What follows belongs to an exercise in optimizing a design on an open flow for small area and a short achievable clock period; a production flow would make more cautious choices.
Where RTL was checked, it was by simulation tests only, not by an equivalence proof against the original.
No activity file was given, so power comes from the tool's default toggle rates.

==> flow/design.v <==
`default_nettype none
module dm_a22o (
  input  logic a1, a2, b1, b2,
  output logic x
);
  assign x = (a1 & a2) | (b1 & b2);
endmodule
module dm_rd8 (
  input  logic [7:0] s,
  input  logic [7:0] d,
  output logic       y
);
  logic [3:0] t;
  for (genvar i = 0; i < 4; i++) begin : g_t
    assign t[i] = ~((s[2*i] & d[2*i]) | (s[2*i+1] & d[2*i+1]));
  end
  assign y = ~&t;
endmodule
module dm_nand4 (
  input  logic a, b, c, d,
  output logic y
);
  assign y = ~(a & b & c & d);
endmodule
module dm_sign (
  input  logic [3:0] sel,
  input  logic [3:0] b7,
  output logic       s
);
  assign s = |(sel & b7);
endmodule
module dm_nand4en (
  input  logic a, b, c, d, en,
  output logic y
);
  assign y = en & ~(a & b & c & d);
endmodule
module dm_nand2 (
  input  logic a, b,
  output logic y
);
  assign y = ~(a & b);
endmodule
module dm_nor2 (
  input  logic a, b,
  output logic y
);
  assign y = ~(a | b);
endmodule
module data_mem_sized #(
  parameter int DEPTH     = 64,
  parameter int ADDR_W    = 8,
  parameter int LATENCY   = 1,
  parameter int INIT_MODE = 1
) (
  input  logic              clk,
  input  logic              rst,
  input  logic              req_valid,
  output logic              req_ready,
  input  logic              req_we,
  input  logic [1:0]        req_size,
  input  logic              req_unsigned,
  input  logic [ADDR_W-1:0] req_addr,
  input  logic [31:0]       req_wdata,
  output logic              resp_valid,
  output logic [31:0]       resp_rdata,
  output logic              resp_err,
  output logic              init_busy
);
  logic [2047:0] mem_q;    
  logic [2047:0] mem_d;
  logic        busy_q;
  logic        ready_q;
  logic [5:0]  cnt_q;
  logic        resp_valid_q;
  logic        resp_err_q;
  logic        req_err;
  logic        accept;
  logic        st;
  logic [31:0] rd_word;
  logic [31:0] load_data;
  logic [3:0]  lane_mask;
  logic [31:0] lane_data;
  assign accept = req_valid && !busy_q && !rst;
  always_comb begin
    case (req_size)
      2'b00:   req_err = 1'b0;
      2'b01:   req_err = req_addr[0];
      2'b10:   req_err = |req_addr[1:0];
      default: req_err = 1'b1;
    endcase
  end
  logic [7:0]  pre_lo, pre_hi;
  logic [63:0] rowsel;
  always_comb begin
    for (int i = 0; i < 8; i++) begin
      pre_lo[i] = (req_addr[4:2] == 3'(i));
      pre_hi[i] = (req_addr[7:5] == 3'(i));
    end
    for (int w = 0; w < 64; w++) rowsel[w] = pre_lo[w % 8] && pre_hi[w / 8];
  end
  logic       ld;           
  logic [3:0] sel0;         
  logic       sel1_lo;      
  logic       sel1_hi;      
  logic       sel1_s;       
  logic       selw;         
  logic [3:0] ssel;         
  assign ld = !req_we && !req_err;
  always_comb begin
    sel0    = 4'b0000;
    sel1_lo = 1'b0;
    sel1_hi = 1'b0;
    sel1_s  = 1'b0;
    selw    = 1'b0;
    ssel    = 4'b0000;
    case (req_size)
      2'b00: begin
        sel0   = 4'b0001 << req_addr[1:0];
        sel1_s = 1'b1;
        ssel   = req_unsigned ? 4'b0000 : (4'b0001 << req_addr[1:0]);
      end
      2'b01: begin
        sel0    = req_addr[1] ? 4'b0100 : 4'b0001;
        sel1_lo = !req_addr[1];
        sel1_hi = req_addr[1];
        ssel    = req_unsigned ? 4'b0000 : (req_addr[1] ? 4'b1000 : 4'b0010);
      end
      default: begin
        sel0    = 4'b0001;
        sel1_lo = 1'b1;
        selw    = 1'b1;
      end
    endcase
    if (!ld) begin
      sel0    = 4'b0000;
      sel1_lo = 1'b0;
      sel1_hi = 1'b0;
      sel1_s  = 1'b0;
      selw    = 1'b0;
    end
  end
  logic [63:0] sgn_w;
  for (genvar w = 0; w < 64; w++) begin : g_sgnw
    dm_sign u_sgn (
      .sel(ssel),
      .b7({mem_q[32*w+31], mem_q[32*w+23], mem_q[32*w+15], mem_q[32*w+7]}),
      .s(sgn_w[w])
    );
  end
  logic [2:0] sgn;
  for (genvar j = 0; j < 33; j++) begin : g_rcol
    logic [7:0]  t2;
    logic [3:0]  t3;
    for (genvar g = 0; g < 8; g++) begin : g_l2
      logic [7:0] dcol;
      for (genvar i = 0; i < 8; i++) begin : g_d
        assign dcol[i] = (j < 32) ? mem_q[32*(8*g+i)+(j % 32)] : sgn_w[8*g+i];
      end
      dm_rd8 u_g (.s(rowsel[8*g +: 8]), .d(dcol), .y(t2[g]));
    end
    for (genvar g = 0; g < 4; g++) begin : g_l3
      dm_nor2 u_g (.a(t2[2*g]), .b(t2[2*g+1]), .y(t3[g]));
    end
    if (j < 32) begin : g_data
      dm_nand4 u_l4 (.a(t3[0]), .b(t3[1]), .c(t3[2]), .d(t3[3]), .y(rd_word[j]));
    end else begin : g_sign
      for (genvar c = 0; c < 3; c++) begin : g_c
        dm_nand4en u_l4 (.a(t3[0]), .b(t3[1]), .c(t3[2]), .d(t3[3]),
                         .en(c == 0 ? sel1_s : ld), .y(sgn[c]));
      end
    end
  end
  logic [31:0] rdw_q;
  logic [2:0]  sgn_q;
  logic [3:0]  sel0_q;
  logic        sel1_lo_q, sel1_hi_q, selw_q;
  always_ff @(posedge clk) begin
    rdw_q     <= rd_word;
    sgn_q     <= sgn;
    sel0_q    <= sel0;
    sel1_lo_q <= sel1_lo;
    sel1_hi_q <= sel1_hi;
    selw_q    <= selw;
  end
  always_comb begin
    for (int k = 0; k < 8; k++) begin
      load_data[k]    = (sel0_q[0] & rdw_q[k])      | (sel0_q[1] & rdw_q[8+k])
                      | (sel0_q[2] & rdw_q[16+k])   | (sel0_q[3] & rdw_q[24+k]);
      load_data[8+k]  = (sel1_lo_q & rdw_q[8+k]) | (sel1_hi_q & rdw_q[24+k]) | sgn_q[0];
      load_data[16+k] = (selw_q & rdw_q[16+k]) | sgn_q[1];
      load_data[24+k] = (selw_q & rdw_q[24+k]) | sgn_q[2];
    end
  end
  assign st = accept && req_we && !req_err;
  always_comb begin
    case (req_size)
      2'b00: begin
        lane_mask = 4'b0001 << req_addr[1:0];
        lane_data = {4{req_wdata[7:0]}};
      end
      2'b01: begin
        lane_mask = req_addr[1] ? 4'b1100 : 4'b0011;
        lane_data = {2{req_wdata[15:0]}};
      end
      default: begin
        lane_mask = 4'b1111;
        lane_data = req_wdata;
      end
    endcase
  end
  logic [3:0]  lane_en;
  logic [31:0] wd0, wd1;
  assign lane_en = st ? lane_mask : 4'h0;
  assign wd0 = busy_q ? 32'h0 : lane_data;
  assign wd1 = busy_q ? 32'h1F : lane_data;
  logic [7:0]  wpre_lo, wpre_hi;
  logic [63:0] wrow, wrow_n;
  logic [3:0]  wlane, wlane_n;
  always_comb begin
    for (int i = 0; i < 8; i++) begin
      wpre_lo[i] = busy_q || pre_lo[i];
      wpre_hi[i] = busy_q || pre_hi[i];
    end
    for (int w = 0; w < 64; w++) begin
      wrow[w]   = wpre_lo[w % 8] && wpre_hi[w / 8];
      wrow_n[w] = !(wpre_lo[w % 8] && wpre_hi[w / 8]);
    end
    wlane   = lane_en | {4{busy_q}};
    wlane_n = ~(lane_en | {4{busy_q}});
  end
  for (genvar w = 0; w < 64; w++) begin : g_word
    for (genvar b = 0; b < 4; b++) begin : g_lane
      logic wen, hold;
      dm_nor2  u_wen  (.a(wrow_n[w]), .b(wlane_n[b]), .y(wen));
      dm_nand2 u_hold (.a(wrow[w]),   .b(wlane[b]),   .y(hold));
      for (genvar j = 0; j < 8; j++) begin : g_bit
        localparam int K = 8*b + j;
        dm_a22o u_nxt (
          .a1(wen),  .a2((((w % 32) >> K) & 1) != 0 ? wd1[K] : wd0[K]),
          .b1(hold), .b2(mem_q[32*w+K]),
          .x(mem_d[32*w+K])
        );
      end
    end
  end
  always_ff @(posedge clk) begin
    mem_q <= mem_d;
  end
  always_ff @(posedge clk) begin
    if (rst) begin
      busy_q  <= 1'b1;
      ready_q <= 1'b0;
      cnt_q   <= 6'd0;
    end else if (busy_q) begin
      cnt_q <= cnt_q + 6'd1;
      if (cnt_q == 6'd63) begin
        busy_q  <= 1'b0;
        ready_q <= 1'b1;
      end
    end
  end
  always_ff @(posedge clk) begin
    resp_valid_q <= accept;
    resp_err_q   <= req_err;
  end
  assign req_ready  = ready_q;
  assign init_busy  = busy_q;
  assign resp_valid = resp_valid_q;
  assign resp_rdata = load_data;
  assign resp_err   = resp_err_q;
endmodule
`default_nettype wire
Settings: LEC_CHECK=0, CAP_MARGIN=0, CORE_MARGIN=2, CORE_UTILIZATION=47, CTS_CLUSTER_DIAMETER=100, CTS_CLUSTER_SIZE=25, PLACE_DENSITY=0.57, SETUP_SLACK_MARGIN=5, SLEW_MARGIN=0, SYNTH_HIERARCHICAL=1, TNS_END_PERCENT=100; clock period 8.0 ns.
run.sh (not shown) runs the stock make flow with config.mk's settings and CLKGATE_MAP_FILE= SYNTH_SCRIPT=/design/flow/synth_recipe.tcl, a recipe that flattens the netlist after the stock synthesis.
The starting point ran to the end with no violations.
==> next run, changes <==
- CAP_MARGIN: 0 -> 20
- CTS_BUF_LIST: unset -> sky130_fd_sc_hd__clkbuf_8
- CTS_CLUSTER_DIAMETER: 100 -> 80
- CTS_CLUSTER_SIZE: 25 -> 16
- SLEW_MARGIN: 0 -> 20
After rerunning: Cell area is lower by a few percent. Non-clock buffer count is lower by 88. Die area is unchanged. Wire length is lower by a few percent.


Starts from the design.v that is shown in full above.
clock: 8.0 ns
lec_check: 0
cap_margin: 20
core_margin: 2
core_utilization: 40
cts_cluster_diameter: 100
cts_cluster_size: 25
place_density: 0.5
setup_slack_margin: 5
slew_margin: 20
synth_hierarchical: 1
tns_end_percent: 100
The baseline finished clean.
Then changed:
CORE_UTILIZATION = 47   (was 40)
PLACE_DENSITY = 0.7   (was 0.5)
The changed run produced a clean layout.
Total power is lower by 1.7%.
Final area falls by 0.68%.
Fmax went down by 2.7%.
Cell count came out lower by 2.7%.
Utilization rises by 8.3 points.
Sequential cell count does not change.
Then changed:
PLACE_DENSITY = 0.57   (was 0.7)
Final cell count shrinks by 1.6%.
Global-route usage grows by 1.3 points.
First-iteration DRC count shrinks by about 24%.
Then changed:
CTS_CLUSTER_DIAMETER = 80   (was 100)
CTS_CLUSTER_SIZE = 30   (was 25)
Result: Worst setup slack is worse by 0.045 ns; hold slack hardly moves; routed wire length climbs by 1.3%; register-to-register slack is better by 0.09 ns.
Then changed:
CTS_CLUSTER_DIAMETER = 100   (was 80)
CTS_CLUSTER_SIZE = 25   (was 30)
GPL_ROUTABILITY_DRIVEN = 0   (was default)
Synthesized area is unchanged; power drops by 6.9%; non-clock buffer count came out lower by 4; wire length came out lower by about 1.3%; worst setup slack gains 0.045 ns; critical path depth does not change; clock skew came out lower by 0.014 ns; first-iteration DRC count goes down by 3.8%; worst hold slack hardly moves; synthesized cell count does not change; sequential share of layout area went up by 0.68 points.
Then changed:
CORE_UTILIZATION = 40   (was 47)
GPL_ROUTABILITY_DRIVEN = default   (was 0)
PLACE_DENSITY = 0.5   (was 0.57)
SETUP_SLACK_MARGIN = 4.7   (was 5)
- critical path depth is higher by 5
- routed wire length goes down slightly
- setup slack gets worse by 0.057 ns
- power increases slightly
- via count fell by a few percent
- global-route usage drops by 5.8 points
- non-clock buffer count came out lower by 90
- fmax went down slightly
- sequential share of layout area grows by 1.3 points
- cell count rises by a few percent


## job 104
data_mem_sized, a different RTL version from the one above (not shown whole).
Size in the first run: ~6900 cells after synthesis, ~83 I/O pins, ~78000 um2 of cells after synthesis.
clock: 8.0 ns
lec_check: 0
cap_margin: 20
core_margin: 2
core_utilization: 55
cts_cluster_diameter: 100
cts_cluster_size: 25
place_density: 0.65
setup_slack_margin: 5
slew_margin: 20
synth_hierarchical: 1
tns_end_percent: 100
Modified inputs, job 103 compared to job 104
Settings: changing CORE_UTILIZATION from 55 to 40; changing PLACE_DENSITY from 0.65 to 0.5.
Results
Job 103 | stages: all done | timing, DRC, antenna: all pass
Job 104 completed end to end with timing, DRC and antenna clean.
Job 103 against job 104: area enclosed by the die boundary +37%; initial antenna violation count +1; data arrival time of the worst path -0.12 ns; area of the mapped netlist ~0 delta.
Combinational fraction of design power: job 103 vs job 104 up 0.3 points
When the final numbers for job 103 and job 104 were put side by side, the share of total power in the clock network turned out to be smaller in job 104.
On job 103: sequential share of layout area is 0.77 points lower than what job 104 gave.
No run of this note included a check of the RTL's function; only the layout flow was run.


== run 1 ==
Another version of the RTL of data_mem_sized (not shown whole).
Size in the first run: ~2,100 flip-flops, ~83 I/O pins, ~82,000 sq um of cells after synthesis.
Settings: LEC_CHECK=0, CAP_MARGIN=20, CORE_MARGIN=2, CORE_UTILIZATION=30, PLACE_DENSITY=0.4, SLEW_MARGIN=20; clock period 8.0 ns.
Here is what was changed in the inputs of run 2 compared with run 1.
-- flow/config.mk --
<<< run 1, line 11
export PLACE_DENSITY = 0.4
export SLEW_MARGIN = 20
>>> run 2, line 11
export PLACE_DENSITY = 0.4
export SETUP_SLACK_MARGIN = 4
export SLEW_MARGIN = 20
Notes after the runs:
Summary — design area, run 2 relative to run 1: higher, by 4600 sq um.
Summary: with run 1 as the reference, routed wire length on met3 in run 2 moved up by a few percent.
Against run 1 as the reference, run 2 delivers a higher area overhead of the layout relative to synthesis.


Another version of the RTL of data_mem_sized (not shown whole).
Size: ~6600 cells after synthesis, about 2100 flip-flops, about 83 I/O pins, roughly 77000 um2 of cells after synthesis.
==> flow/config.mk <==
export PLATFORM = sky130hd
export DESIGN_NAME = data_mem_sized
export DESIGN_NICKNAME = data_mem_sized
export VERILOG_FILES = /design/flow/design.v
export SDC_FILE = /design/flow/constraint.sdc
export NUM_CORES = 4
export LEC_CHECK = 0
export CAP_MARGIN = 20
export CORE_MARGIN = 2
export CORE_UTILIZATION = 55
export CTS_CLUSTER_DIAMETER = 100
export CTS_CLUSTER_SIZE = 25
export PLACE_DENSITY = 0.65
export SETUP_SLACK_MARGIN = 5
export SLEW_MARGIN = 20
export SYNTH_HIERARCHICAL = 1
export TNS_END_PERCENT = 5
==> flow/constraint.sdc <==
create_clock -name core_clock -period 8.0 [get_ports {clk}]
set_input_delay 1.6000 -clock core_clock [delete_from_list [all_inputs] [get_ports {clk}]]
set_output_delay 1.6000 -clock core_clock [all_outputs]
set_load 0.01 [all_outputs]
==> next run, changes <==
CORE_UTILIZATION = 40   (was 55)
PLACE_DENSITY = 0.5   (was 0.65)
TNS_END_PERCENT = 100   (was 5)
Sequential power barely changes.
Global-route usage fell by 8.5 points.
Wire length increases by a little under a tenth.
Utilization falls by 17 points.
Design area grows by a few percent.
Via count came out lower by a few percent.
Clock power increases by a little under a tenth.
Hold slack hardly moves.
Synthesized area stays the same.
Non-clock buffer count went down by 26.
==> next run, changes <==
TNS_END_PERCENT = 5   (was 100)
The changed run completed with no timing, DRC or antenna violations.
Non-clock buffer count goes down by 6.
Combinational power goes down by roughly a tenth.
Routed wire length goes down slightly.
Register-to-register slack got worse by 0.28 ns.


data_mem_sized, a different RTL version from the one above (not shown whole).
Size in the first run: about 6,600 cells after synthesis, roughly 2,100 flip-flops, ~83 I/O pins.
// data_mem_sized
module data_mem_sized #(
  parameter int DEPTH     = 64,
  parameter int ADDR_W    = 8,
  parameter int LATENCY   = 1,
  parameter int INIT_MODE = 1
) (
  input  logic              clk,
  input  logic              rst,
  input  logic              req_valid,
  output logic              req_ready,
  input  logic              req_we,
  input  logic [1:0]        req_size,
  input  logic              req_unsigned,
  input  logic [ADDR_W-1:0] req_addr,
  input  logic [31:0]       req_wdata,
  output logic              resp_valid,
  output logic [31:0]       resp_rdata,
  output logic              resp_err,
  output logic              init_busy
);
Settings: LEC_CHECK=0, CAP_MARGIN=20, CORE_MARGIN=2, CORE_UTILIZATION=47, CTS_CLUSTER_DIAMETER=100, CTS_CLUSTER_SIZE=25, PLACE_DENSITY=0.57, SETUP_SLACK_MARGIN=5, SLEW_MARGIN=20, SYNTH_HIERARCHICAL=1, TNS_END_PERCENT=100; clock period 8.0 ns.
Change:
CORE_UTILIZATION = 40   (was 47)
PLACE_DENSITY = 0.5   (was 0.57)
Effect: Utilization shrinks by 9.7 points. Final cell count grows by 2.9%. Area after synthesis stays the same. Worst hold slack hardly moves. Cell area shrinks by 2.1%. First-iteration DRC count shrinks by about 24%. Global-route usage shrinks by 5.8 points. Synthesized cell count stays the same. Clock-buffer cell count grows by 7.
No run of this note included a check of the RTL's function; only the layout flow was run.

-- re-timing with driven ports --
Ports are ideal in the flow. The routed layouts listed here were re-timed in OpenROAD.
Step 1 (the two cells are an assumption about what drives the block):
set clk [get_ports {clk}]
set_driving_cell -lib_cell sky130_fd_sc_hd__clkbuf_16 $clk
set_driving_cell -lib_cell sky130_fd_sc_hd__buf_2 [delete_from_list [all_inputs] $clk]
Step 2 also shifts input and output timing later by t, the mid clock arrival at the registers, as if the neighbouring blocks saw the same clock.
Three values: ideal, step 1, step 2; two values: the first two.
| run | t (ns) | setup WS [ns] | worst hold slack (ns) | worst setup path after step 2 | worst slew at a driven data input, ns |
|---|---|---|---|---|---|
| the first run of note 1 | 0.847 | 4.564 / 4.470 / 3.913 | 0.475 / 0.475 / 0.475 | input to register | 0.19 |
| the second run of note 1 | 1.012 | 4.386 / 4.308 / 3.847 | 0.476 / 0.476 / 0.476 | input to register | 0.18 |
| the first run of note 2 | 0.873 | 4.591 / 4.510 / 3.860 | 0.478 / 0.478 / 0.478 | input to register | 0.17 |
| the second run of note 2 | 0.885 | 4.497 / 4.401 / 3.871 | 0.474 / 0.474 / 0.474 | input to register | 0.21 |
| the third run of note 2 | 0.833 | 4.579 / 4.499 / 3.943 | 0.477 / 0.477 / 0.477 | input to register | 0.18 |
| the fourth run of note 2 | 0.857 | 4.534 / 4.442 / 3.942 | 0.479 / 0.479 / 0.479 | input to register | 0.21 |
| the fifth run of note 2 | 0.833 | 4.579 / 4.499 / 3.943 | 0.477 / 0.477 / 0.477 | input to register | 0.18 |
| the sixth run of note 2 | 0.867 | 4.523 / 4.536 / 3.676 | 0.477 / 0.477 / 0.477 | input to register | 0.15 |
| job 104 | 0.835 | 4.434 / 4.458 / 3.623 | 0.477 / 0.477 / 0.477 | input to register | 0.15 |
| job 103 | 0.885 | 4.572 / 4.431 / 3.546 | 0.476 / 0.476 / 0.476 | input to register | 0.33 |
| run 1 | 0.947 | 1.971 / 2.036 / 1.090 | 0.484 / 0.484 / 0.484 | input to register | 0.10 |
| run 2 | 0.941 | 3.915 / 3.720 / 2.779 | 0.490 / 0.490 / 0.490 | input to register | 0.46 |
| the first run of note 5 | 0.837 | 4.467 / 4.307 / 3.469 | 0.478 / 0.478 / 0.478 | input to register | 0.36 |
| the second run of note 5 | 0.867 | 4.588 / 4.426 / 3.559 | 0.478 / 0.478 / 0.478 | input to register | 0.26 |
| the third run of note 5 | 0.881 | 4.365 / 4.346 / 3.465 | 0.477 / 0.477 / 0.477 | input to register | 0.11 |
| the first run of note 6 | 0.827 | 4.619 / 4.540 / 3.765 | 0.479 / 0.479 / 0.479 | input to register | 0.28 |
| the second run of note 6 | 0.870 | 4.536 / 4.450 / 3.872 | 0.477 / 0.477 / 0.477 | input to register | 0.19 |
After both steps every run listed still meets setup and hold. The setup slack of run 2, which loses most, moves by -0.195 ns with the drivers and by -1.136 ns with both steps.
